From an optimization exercise on the open Yosys and OpenROAD flow, aimed at small area, a short achievable clock period and few clock cycles per item; shortcuts taken in it are not production practice.
Where RTL was checked, it was by simulation tests only, not by an equivalence proof against the original.

==> build 36 <==
==> flow/design.v <==
package sw_pkg;
    localparam int SCORE_W = 8;
    localparam logic signed [SCORE_W-1:0] MATCH      = 8'sd2;
    localparam logic signed [SCORE_W-1:0] MISMATCH   = -8'sd1;
    localparam logic signed [SCORE_W-1:0] GAP_OPEN   = -8'sd2;   
    localparam logic signed [SCORE_W-1:0] GAP_EXTEND = -8'sd1;   
endpackage
`timescale 1ns/1ps
module sw_pe (
    input  logic       clk,
    input  logic       reset,
    input  logic [1:0] query_i,      
    input  logic [1:0] ref_i,
    input  logic       ref_valid_i,
    input  logic [6:0] h_left_i,     
    input  logic       i_left_i,     
    output logic [1:0] ref_o,
    output logic       ref_valid_o,
    output logic [6:0] h_o,          
    output logic       i_o           
);
    logic [1:0] query_q;
    logic [1:0] query_cur;
    logic [2:0] b_q;                 
    logic       d_q;                 
    logic       first;
    logic       match;
    logic signed [4:0] x, y, ss, dd;
    logic              i_top, d_top;
    logic        [2:0] best;
    logic signed [8:0] sum;
    logic        [6:0] h_new;
    logic        [3:0] b_new;
    assign first     = ref_valid_i && !ref_valid_o;
    assign query_cur = first ? query_i : query_q;
    assign match     = (ref_i == query_cur);
    assign x  = $signed({1'b0, h_left_i[3:0]}) - $signed({1'b0, h_o[3:0]});
    assign y  = $signed({x[3], x[3:0]}) + $signed({4'b0, i_left_i});
    assign ss = (match ? 5'sd6 : 5'sd3) - $signed({2'b0, b_q});
    assign dd = $signed({4'b0, d_q});
    assign i_top = (y >= ss) && (y >= dd);
    assign d_top = (dd >= ss) && (dd >= y);
    assign best  = i_top ? y[2:0] : (d_top ? dd[2:0] : ss[2:0]);
    assign sum   = $signed({2'b0, h_o}) + $signed({6'b0, best}) - 9'sd2;
    assign h_new = sum[8] ? 7'd0 : sum[6:0];
    assign b_new = h_new[3:0] - h_left_i[3:0] + 4'd2;
    always_ff @(posedge clk or posedge reset)
    begin
        if (reset)
            ref_valid_o <= 1'b0;
        else
            ref_valid_o <= ref_valid_i;
    end
    always_ff @(posedge clk)
    begin
        ref_o   <= ref_i;
        query_q <= query_cur;
        if (ref_valid_i)
        begin
            h_o <= h_new;
            b_q <= b_new[2:0];
            i_o <= i_top;
            d_q <= d_top;
        end
        else
        begin
            h_o <= 7'd0;
            b_q <= 3'd2;
            i_o <= 1'b0;
            d_q <= 1'b0;
        end
    end
endmodule
`timescale 1ns/1ps
module sw_array #(
    parameter int NUM_QUERY = 32
)
(
    input  logic                   clk,
    input  logic                   reset,
    input  logic [1:0]             data_query_i,
    input  logic [1:0]             data_ref_i,
    input  logic                   ref_valid_i,
    output logic [7*NUM_QUERY-1:0] h_all_o,        
    output logic [NUM_QUERY-1:0]   cell_valid_o
);
    logic [1:0] ref_chain [NUM_QUERY+1];
    logic       vld_chain [NUM_QUERY+1];
    logic [6:0] h_chain   [NUM_QUERY+1];
    logic       i_chain   [NUM_QUERY+1];
    assign ref_chain[0] = data_ref_i;
    assign vld_chain[0] = ref_valid_i;
    assign h_chain[0]   = '0;
    assign i_chain[0]   = 1'b0;
    for (genvar k = 0; k < NUM_QUERY; k++)
    begin : g_cell
        sw_pe u_pe (
            .clk         (clk),
            .reset       (reset),
            .query_i     (data_query_i),
            .ref_i       (ref_chain[k]),
            .ref_valid_i (vld_chain[k]),
            .h_left_i    (h_chain[k]),
            .i_left_i    (i_chain[k]),
            .ref_o       (ref_chain[k+1]),
            .ref_valid_o (vld_chain[k+1]),
            .h_o         (h_chain[k+1]),
            .i_o         (i_chain[k+1])
        );
        assign h_all_o[7*k +: 7] = h_chain[k+1];
        assign cell_valid_o[k]   = vld_chain[k+1];
    end
endmodule
`timescale 1ns/1ps
module sw_ctrl #(
    parameter int NUM_REF   = 64,
    parameter int NUM_QUERY = 32
)
(
    input  logic       clk,
    input  logic       reset,
    input  logic       valid_i,
    input  logic [1:0] data_ref_i,
    input  logic [1:0] data_query_i,
    input  logic       first_valid_i,    
    input  logic       last_valid_i,     
    input  logic       last_prev_i,      
    output logic       valid_o,
    output logic [1:0] ref_o,
    output logic [1:0] query_o,
    output logic       clear_o,
    output logic       finish_o
);
    always_ff @(posedge clk or posedge reset)
    begin
        if (reset)
        begin
            valid_o  <= 1'b0;
            finish_o <= 1'b0;
        end
        else
        begin
            valid_o  <= valid_i;
            finish_o <= last_valid_i && !last_prev_i;
        end
    end
    always_ff @(posedge clk)
    begin
        ref_o   <= data_ref_i;
        query_o <= data_query_i;
    end
    assign clear_o = valid_o && !first_valid_i;
endmodule
`timescale 1ns/1ps
module sw_max_tracker #(
    parameter int NUM_REF   = 64,
    parameter int NUM_QUERY = 32
)
(
    input  logic                                 clk,
    input  logic                                 clear_i,
    input  logic [7*NUM_QUERY-1:0]               h_all_i,    
    output logic signed [7:0]                    max_o,
    output logic [$clog2(NUM_REF + 1)-1:0]       pos_ref_o,
    output logic [$clog2(NUM_QUERY + 1)-1:0]     pos_query_o
);
    localparam int DIAG_W = $clog2(NUM_REF + NUM_QUERY + 1);
    localparam int REF_W  = $clog2(NUM_REF + 1);
    localparam int QRY_W  = $clog2(NUM_QUERY + 1);
    localparam int IDX_W  = $clog2(NUM_QUERY);
    localparam int LEVELS = $clog2(NUM_QUERY);
    logic [DIAG_W-1:0] diag;     
    logic [6:0]        gmax;
    function automatic gt7(input [6:0] x, input [6:0] y);
        reg c;
        integer k;
        begin
            c = 1'b0;
            for (k = 0; k < 7; k = k + 1)
                c = (x[k] & ~y[k]) | (c & (x[k] | ~y[k]));
            gt7 = c;
        end
    endfunction
    logic             tb [LEVELS+1][NUM_QUERY];    
    logic [1:0]       ta [LEVELS+1][NUM_QUERY];    
    logic [IDX_W-1:0] ti [LEVELS+1][NUM_QUERY];
    logic             take_r;
    always_comb
    begin
        for (int k = 0; k < NUM_QUERY; k++)
        begin
            tb[0][k] = gt7(h_all_i[7*k +: 7], gmax);
            ta[0][k] = h_all_i[7*k +: 2] + ~gmax[1:0];
            ti[0][k] = IDX_W'(k);
        end
        for (int l = 0; l < LEVELS; l++)
        begin
            for (int k = 0; k < (NUM_QUERY >> (l + 1)); k++)
            begin
                take_r = tb[l][2*k+1] && (!tb[l][2*k] || (ta[l][2*k+1] > ta[l][2*k]));
                tb[l+1][k] = tb[l][2*k] || tb[l][2*k+1];
                ta[l+1][k] = take_r ? ta[l][2*k+1] : ta[l][2*k];
                ti[l+1][k] = take_r ? ti[l][2*k+1] : ti[l][2*k];
            end
            for (int k = (NUM_QUERY >> (l + 1)); k < NUM_QUERY; k++)
            begin
                tb[l+1][k] = 1'b0;
                ta[l+1][k] = '0;
                ti[l+1][k] = '0;
            end
        end
    end
    always_ff @(posedge clk)
    begin
        if (clear_i)
        begin
            diag        <= DIAG_W'(2);
            gmax        <= '0;
            pos_ref_o   <= '0;
            pos_query_o <= '0;
        end
        else
        begin
            diag <= diag + 1'b1;
            if (tb[LEVELS][0])
            begin
                gmax        <= gmax + {5'd0, ta[LEVELS][0]} + 7'd1;
                pos_ref_o   <= REF_W'(diag - DIAG_W'(ti[LEVELS][0]) - DIAG_W'(1));
                pos_query_o <= QRY_W'(ti[LEVELS][0]) + QRY_W'(1);
            end
        end
    end
    assign max_o = {1'b0, gmax};
endmodule
`timescale 1ns/1ps
module sw_top #(
    parameter int NUM_REF   = 64,
    parameter int NUM_QUERY = 32
)
(
    input  logic                             clk,
    input  logic                             reset,
    input  logic                             valid_i,
    input  logic [1:0]                       data_ref_i,
    input  logic [1:0]                       data_query_i,
    output logic                             finish_o,
    output logic signed [7:0]                max_o,
    output logic [$clog2(NUM_REF + 1)-1:0]   pos_ref_o,
    output logic [$clog2(NUM_QUERY + 1)-1:0] pos_query_o
);
    logic                   valid_q;
    logic [1:0]             ref_q;
    logic [1:0]             query_q;
    logic                   clear;
    logic [7*NUM_QUERY-1:0] h_all;
    logic [NUM_QUERY-1:0]   cell_valid;
    sw_ctrl #(
        .NUM_REF   (NUM_REF),
        .NUM_QUERY (NUM_QUERY)
    ) u_ctrl (
        .clk           (clk),
        .reset         (reset),
        .valid_i       (valid_i),
        .data_ref_i    (data_ref_i),
        .data_query_i  (data_query_i),
        .first_valid_i (cell_valid[0]),
        .last_valid_i  (cell_valid[NUM_QUERY-1]),
        .last_prev_i   (cell_valid[NUM_QUERY-2]),
        .valid_o       (valid_q),
        .ref_o         (ref_q),
        .query_o       (query_q),
        .clear_o       (clear),
        .finish_o      (finish_o)
    );
    sw_array #(
        .NUM_QUERY (NUM_QUERY)
    ) u_array (
        .clk          (clk),
        .reset        (reset),
        .data_query_i (query_q),
        .data_ref_i   (ref_q),
        .ref_valid_i  (valid_q),
        .h_all_o      (h_all),
        .cell_valid_o (cell_valid)
    );
    sw_max_tracker #(
        .NUM_REF   (NUM_REF),
        .NUM_QUERY (NUM_QUERY)
    ) u_tracker (
        .clk         (clk),
        .clear_i     (clear),
        .h_all_i     (h_all),
        .max_o       (max_o),
        .pos_ref_o   (pos_ref_o),
        .pos_query_o (pos_query_o)
    );
endmodule
==> flow/flow/run.sh <==
#!/bin/bash
# Layout flow: the standard flow (standard.sh), with an area-oriented
# technology mapping in synthesis and plain buffers on the ports.
#  - arithmetic is left to ABC: no Kogge-Stone carry map and no separate
#    half/full adder extraction;
#  - the port buffers are sky130_fd_sc_hd__buf_4.
# Registers, their names and cell types are those of the standard synthesis.
set -euo pipefail
W=$(pwd)
SCR=$W/orfs_scripts
rm -rf "$SCR"
mkdir -p "$SCR"
cp -r "$FLOW_HOME/scripts/." "$SCR/"
cp "$W/flow/abc_area.script" "$SCR/abc_area.script"

KNOBS=(SCRIPTS_DIR="$SCR" ABC_AREA=1 ADDER_MAP_FILE= SYNTH_OPERATIONS_ARGS=-nofsm
       "BUFFER_PORTS_ARGS=-buffer_cell sky130_fd_sc_hd__buf_4")

bash standard.sh "${KNOBS[@]}" synth > "$W/synth.log" 2>&1
bash standard.sh "${KNOBS[@]}" finish > "$W/layout.log" 2>&1
==> flow/flow/abc_area.script <==
&get -n
&st
&dch -f
&nf -R 1000
&put
topo
==> flow/standard.sh <==
#!/bin/bash
# synth_recipe.tcl (not shown) runs the flow's synth.tcl, then flattens the netlist and writes it again
# the make line also repeats each setting of config.mk as NAME=value (left out here)
make -C /OpenROAD-flow-scripts/flow DESIGN_CONFIG=/design/flow/config.mk WORK_HOME=/design/flow/orfs CLKGATE_MAP_FILE= SYNTH_SCRIPT=/design/flow/synth_recipe.tcl "${@:-finish}"
==> flow/config.mk <==
export PLATFORM = sky130hd
export DESIGN_NAME = sw_top
export DESIGN_NICKNAME = sw_top
export VERILOG_FILES = /design/flow/design.v
export SDC_FILE = /design/flow/constraint.sdc
export NUM_CORES = 4
export LEC_CHECK = 0
export CAP_MARGIN = 20
export CORE_MARGIN = 2
export CORE_UTILIZATION = 40
export SLEW_MARGIN = 20
==> flow/constraint.sdc <==
create_clock -name core_clock -period 55.0 [get_ports {clk}]
set_input_delay 11.0000 -clock core_clock [delete_from_list [all_inputs] [get_ports {clk}]]
set_output_delay 11.0000 -clock core_clock [all_outputs]
set_load 0.01 [all_outputs]
==> trial 80: changes against build 36 <==
==> flow/design.v, changed modules only <==
module sw_pe #(
    parameter int HW = 7             
)
(
    input  logic       clk,
    input  logic       reset,
    input  logic [1:0] query_i,      
    input  logic [1:0] ref_i,
    input  logic       ref_valid_i,
    input  logic [6:0] h_left_i,     
    input  logic       i_left_i,     
    output logic [1:0] ref_o,
    output logic       ref_valid_o,
    output logic [6:0] h_o,          
    output logic [6:0] h_next_o,     
    output logic       i_o           
);
    logic [HW-1:0] h_q;
    logic [1:0]    query_q;
    logic [1:0]    query_cur;
    logic [2:0]    b_q;              
    logic          d_q;              
    logic          first;
    logic          match;
    logic signed [3:0] x, y, ss, dd;
    logic              i_top, d_top;
    logic        [2:0] best;
    logic        [3:0] u;
    logic              up, dn, neg;
    logic        [3:0] hi;
    logic        [6:0] h_new;
    logic        [6:0] h_reg;
    logic        [2:0] b_new;
    assign h_o = 7'(h_q);
    assign first     = ref_valid_i && !ref_valid_o;
    assign query_cur = first ? query_i : query_q;
    assign match     = (ref_i == query_cur);
    assign x  = h_left_i[3:0] - h_o[3:0];
    assign y  = x + {3'b0, i_left_i};
    assign ss = (match ? 4'sd6 : 4'sd3) - $signed({1'b0, b_q});
    assign dd = {3'b0, d_q};
    assign i_top = (y >= ss) && (y >= dd);
    assign d_top = (dd >= ss) && (dd >= y);
    assign best  = i_top ? y[2:0] : (d_top ? dd[2:0] : ss[2:0]);
    assign u     = {1'b0, h_o[2:0]} + {1'b0, best};
    assign up    = (u >= 4'd10);
    assign dn    = (u < 4'd2);
    assign hi    = up ? h_o[6:3] + 4'd1 : (dn ? h_o[6:3] - 4'd1 : h_o[6:3]);
    assign neg   = dn && (h_o[6:3] == 4'd0);
    assign h_new = neg ? 7'd0 : {hi, u[2:0] - 3'd2};
    assign h_reg = ref_valid_i ? h_new : 7'd0;
    assign b_new = h_reg[2:0] - h_left_i[2:0] + 3'd2;
    assign h_next_o = h_new;
    always_ff @(posedge clk or posedge reset)
    begin
        if (reset)
            ref_valid_o <= 1'b0;
        else
            ref_valid_o <= ref_valid_i;
    end
    always_ff @(posedge clk)
    begin
        ref_o   <= ref_i;
        query_q <= query_cur;
        h_q     <= h_reg[HW-1:0];
        b_q     <= b_new;
        i_o     <= i_top;
        d_q     <= d_top;
    end
endmodule
module sw_array #(
    parameter int NUM_QUERY = 32
)
(
    input  logic                   clk,
    input  logic                   reset,
    input  logic [1:0]             data_query_i,
    input  logic [1:0]             data_ref_i,
    input  logic                   ref_valid_i,
    output logic [7*NUM_QUERY-1:0] h_all_o,        
    output logic [6:0]             h_last_next_o,  
    output logic [NUM_QUERY-1:0]   cell_valid_o
);
    logic [1:0] ref_chain [NUM_QUERY+1];
    logic       vld_chain [NUM_QUERY+1];
    logic [6:0] h_chain   [NUM_QUERY+1];
    logic       i_chain   [NUM_QUERY+1];
    assign ref_chain[0] = data_ref_i;
    assign vld_chain[0] = ref_valid_i;
    assign h_chain[0]   = '0;
    assign i_chain[0]   = 1'b0;
    logic [6:0] h_next [NUM_QUERY];
    for (genvar k = 0; k < NUM_QUERY; k++)
    begin : g_cell
        sw_pe #(
            .HW ($clog2(2 * (k + 1) + 1))
        ) u_pe (
            .clk         (clk),
            .reset       (reset),
            .query_i     (data_query_i),
            .ref_i       (ref_chain[k]),
            .ref_valid_i (vld_chain[k]),
            .h_left_i    (h_chain[k]),
            .i_left_i    (i_chain[k]),
            .ref_o       (ref_chain[k+1]),
            .ref_valid_o (vld_chain[k+1]),
            .h_o         (h_chain[k+1]),
            .h_next_o    (h_next[k]),
            .i_o         (i_chain[k+1])
        );
        assign h_all_o[7*k +: 7] = h_chain[k+1];
        if (k == NUM_QUERY - 1)
        begin : g_last
            assign h_last_next_o = h_next[k];
        end
        assign cell_valid_o[k]   = vld_chain[k+1];
    end
endmodule
module sw_ctrl #(
    parameter int NUM_REF   = 64,
    parameter int NUM_QUERY = 32
)
(
    input  logic       clk,
    input  logic       reset,
    input  logic       valid_i,
    input  logic [1:0] data_ref_i,
    input  logic [1:0] data_query_i,
    input  logic       first_valid_i,    
    input  logic       last_valid_i,     
    input  logic       last_prev_i,      
    output logic       valid_o,
    output logic [1:0] ref_o,
    output logic [1:0] query_o,
    output logic       clear_o,
    output logic       last_cell_o,      
    output logic       finish_o
);
    always_ff @(posedge clk or posedge reset)
    begin
        if (reset)
        begin
            valid_o  <= 1'b0;
            finish_o <= 1'b0;
        end
        else
        begin
            valid_o  <= valid_i;
            finish_o <= last_cell_o;
        end
    end
    always_ff @(posedge clk)
    begin
        ref_o   <= data_ref_i;
        query_o <= data_query_i;
    end
    assign last_cell_o = last_valid_i && !last_prev_i;
    assign clear_o = valid_o && !first_valid_i;
endmodule
module sw_max_tracker #(
    parameter int NUM_REF   = 64,
    parameter int NUM_QUERY = 32
)
(
    input  logic                                 clk,
    input  logic                                 clear_i,
    input  logic [7*NUM_QUERY-1:0]               h_all_i,    
    input  logic                                 last_i,     
    input  logic [6:0]                           h_last_i,
    output logic signed [7:0]                    max_o,
    output logic [$clog2(NUM_REF + 1)-1:0]       pos_ref_o,
    output logic [$clog2(NUM_QUERY + 1)-1:0]     pos_query_o
);
    localparam int DIAG_W = $clog2(NUM_REF + NUM_QUERY + 1);
    localparam int REF_W  = $clog2(NUM_REF + 1);
    localparam int QRY_W  = $clog2(NUM_QUERY + 1);
    localparam int IDX_W  = $clog2(NUM_QUERY);
    localparam int LEVELS = $clog2(NUM_QUERY);
    logic [DIAG_W-1:0] diag;     
    logic [6:0]        gmax;
    function automatic gt7(input [6:0] x, input [6:0] y);
        reg c;
        integer k;
        begin
            c = 1'b0;
            for (k = 0; k < 7; k = k + 1)
                c = (x[k] & ~y[k]) | (c & (x[k] | ~y[k]));
            gt7 = c;
        end
    endfunction
    logic             tb [LEVELS+1][NUM_QUERY];    
    logic [1:0]       ta [LEVELS+1][NUM_QUERY];    
    logic [IDX_W-1:0] ti [LEVELS+1][NUM_QUERY];
    logic             take_r;
    always_comb
    begin
        for (int k = 0; k < NUM_QUERY; k++)
        begin
            tb[0][k] = gt7(h_all_i[7*k +: 7], gmax);
            ta[0][k] = h_all_i[7*k +: 2] + ~gmax[1:0];
            ti[0][k] = IDX_W'(k);
        end
        for (int l = 0; l < LEVELS; l++)
        begin
            for (int k = 0; k < (NUM_QUERY >> (l + 1)); k++)
            begin
                take_r = tb[l][2*k+1] && (!tb[l][2*k] || (ta[l][2*k+1] > ta[l][2*k]));
                tb[l+1][k] = tb[l][2*k] || tb[l][2*k+1];
                ta[l+1][k] = take_r ? ta[l][2*k+1] : ta[l][2*k];
                ti[l+1][k] = take_r ? ti[l][2*k+1] : ti[l][2*k];
            end
            for (int k = (NUM_QUERY >> (l + 1)); k < NUM_QUERY; k++)
            begin
                tb[l+1][k] = 1'b0;
                ta[l+1][k] = '0;
                ti[l+1][k] = '0;
            end
        end
    end
    logic [6:0]       g_diag;
    logic [REF_W-1:0] pr_diag;
    logic [QRY_W-1:0] pq_diag;
    always_comb
    begin
        g_diag  = gmax;
        pr_diag = pos_ref_o;
        pq_diag = pos_query_o;
        if (tb[LEVELS][0])
        begin
            g_diag  = gmax + {5'd0, ta[LEVELS][0]} + 7'd1;
            pr_diag = REF_W'(diag - DIAG_W'(ti[LEVELS][0]) - DIAG_W'(1));
            pq_diag = QRY_W'(ti[LEVELS][0]) + QRY_W'(1);
        end
    end
    always_ff @(posedge clk)
    begin
        if (clear_i)
        begin
            diag        <= DIAG_W'(2);
            gmax        <= '0;
            max_o       <= '0;
            pos_ref_o   <= '0;
            pos_query_o <= '0;
        end
        else
        begin
            diag <= diag + 1'b1;
            if (last_i && gt7(h_last_i, g_diag))
            begin
                gmax        <= h_last_i;
                pos_ref_o   <= REF_W'(NUM_REF);
                pos_query_o <= QRY_W'(NUM_QUERY);
            end
            else
            begin
                gmax        <= g_diag;
                pos_ref_o   <= pr_diag;
                pos_query_o <= pq_diag;
            end
            if (last_i)
                max_o <= (gt7(h_last_i, g_diag)) ? {1'b0, h_last_i} : {1'b0, g_diag};
        end
    end
endmodule
module sw_top #(
    parameter int NUM_REF   = 64,
    parameter int NUM_QUERY = 32
)
(
    input  logic                             clk,
    input  logic                             reset,
    input  logic                             valid_i,
    input  logic [1:0]                       data_ref_i,
    input  logic [1:0]                       data_query_i,
    output logic                             finish_o,
    output logic signed [7:0]                max_o,
    output logic [$clog2(NUM_REF + 1)-1:0]   pos_ref_o,
    output logic [$clog2(NUM_QUERY + 1)-1:0] pos_query_o
);
    logic                   valid_q;
    logic [1:0]             ref_q;
    logic [1:0]             query_q;
    logic                   clear;
    logic [7*NUM_QUERY-1:0] h_all;
    logic [NUM_QUERY-1:0]   cell_valid;
    logic [6:0]             h_last_next;
    logic                   last_cell;
    sw_ctrl #(
        .NUM_REF   (NUM_REF),
        .NUM_QUERY (NUM_QUERY)
    ) u_ctrl (
        .clk           (clk),
        .reset         (reset),
        .valid_i       (valid_i),
        .data_ref_i    (data_ref_i),
        .data_query_i  (data_query_i),
        .first_valid_i (cell_valid[0]),
        .last_valid_i  (cell_valid[NUM_QUERY-2]),
        .last_prev_i   (cell_valid[NUM_QUERY-3]),
        .valid_o       (valid_q),
        .ref_o         (ref_q),
        .query_o       (query_q),
        .clear_o       (clear),
        .last_cell_o   (last_cell),
        .finish_o      (finish_o)
    );
    sw_array #(
        .NUM_QUERY (NUM_QUERY)
    ) u_array (
        .clk          (clk),
        .reset        (reset),
        .data_query_i (query_q),
        .data_ref_i   (ref_q),
        .ref_valid_i  (valid_q),
        .h_all_o      (h_all),
        .h_last_next_o (h_last_next),
        .cell_valid_o (cell_valid)
    );
    sw_max_tracker #(
        .NUM_REF   (NUM_REF),
        .NUM_QUERY (NUM_QUERY)
    ) u_tracker (
        .clk         (clk),
        .clear_i     (clear),
        .h_all_i     (h_all),
        .last_i      (last_cell),
        .h_last_i    (h_last_next),
        .max_o       (max_o),
        .pos_ref_o   (pos_ref_o),
        .pos_query_o (pos_query_o)
    );
endmodule
--- a/flow/config.mk
+++ b/flow/config.mk
@@ -7,5 +7,8 @@
 export LEC_CHECK = 0
 export CAP_MARGIN = 20
 export CORE_MARGIN = 2
-export CORE_UTILIZATION = 40
+export CORE_UTILIZATION = 60
+export CTS_BUF_LIST = sky130_fd_sc_hd__clkbuf_16
+export CTS_CLUSTER_DIAMETER = 100
+export CTS_CLUSTER_SIZE = 30
 export SLEW_MARGIN = 20
==> summary.md <==
| Metric | Value |
|---|---|
| Status | timing/DRC/antenna clean |
| FP Rows | 87 |
| Largest net degree at the start of global routing | 67 |
| Diodes inserted | 2 |
| Hold Path Sink | u_array.g_cell[20].u_pe.ref_o[0] |
| Min-delay src | u_array.g_cell[19].u_pe.ref_o[0] |
| Routed vias/inst | 5.47 |
| FF-to-FF Start | u_tracker.gmax[1] |
(the above is from trial 80)
==> summary.md <==
| Metric | Value |
|---|---|
| Diodes inserted | 0 |
| Status | timing/DRC/antenna clean |
| Hold Path Sink | u_array.g_cell[2].u_pe.ref_o[0] |
| Largest net degree at the start of global routing | 45 |
| Routed vias/inst | 5.14 |
(the above is from build 36)
Testbench counts of trial 80, summed over its fixed seeds: cycles 30,720, items 320.
For build 36, only the layout was checked, not whether the RTL still works.

-- port drivers added, routing unchanged --
How much do the figures lean on ideal ports? The routed layouts below were timed once more, with nothing changed but the port constraints. Step 1 (the two cells are an assumption about what drives the block):
set clk [get_ports {clk}]
set_driving_cell -lib_cell sky130_fd_sc_hd__clkbuf_16 $clk
set_driving_cell -lib_cell sky130_fd_sc_hd__buf_2 [delete_from_list [all_inputs] $clk]
Step 2 adds t to the input delays and takes it off the output delays; t is the mean of the earliest and latest rising clock arrival at the registers after step 1. Input paths then give back, and output paths get back, about the clock's delay inside the block. Three values: ideal, step 1, step 2; two values: the first two.
run | t (ns) | setup WS [ns] | worst setup path after step 2 | worst slew at a driven data input, ns | cell pins on the clock port's net
build 36 | 0.668 | 42.360 / 42.296 / 42.964 | register to output | 0.03 | 1
trial 80 | 0.657 | 42.880 / 42.817 / 43.271 | input, reset recovery | 0.03 | 1
After both steps setup and hold are still met in every run listed. Setup slack includes reset recovery checks.
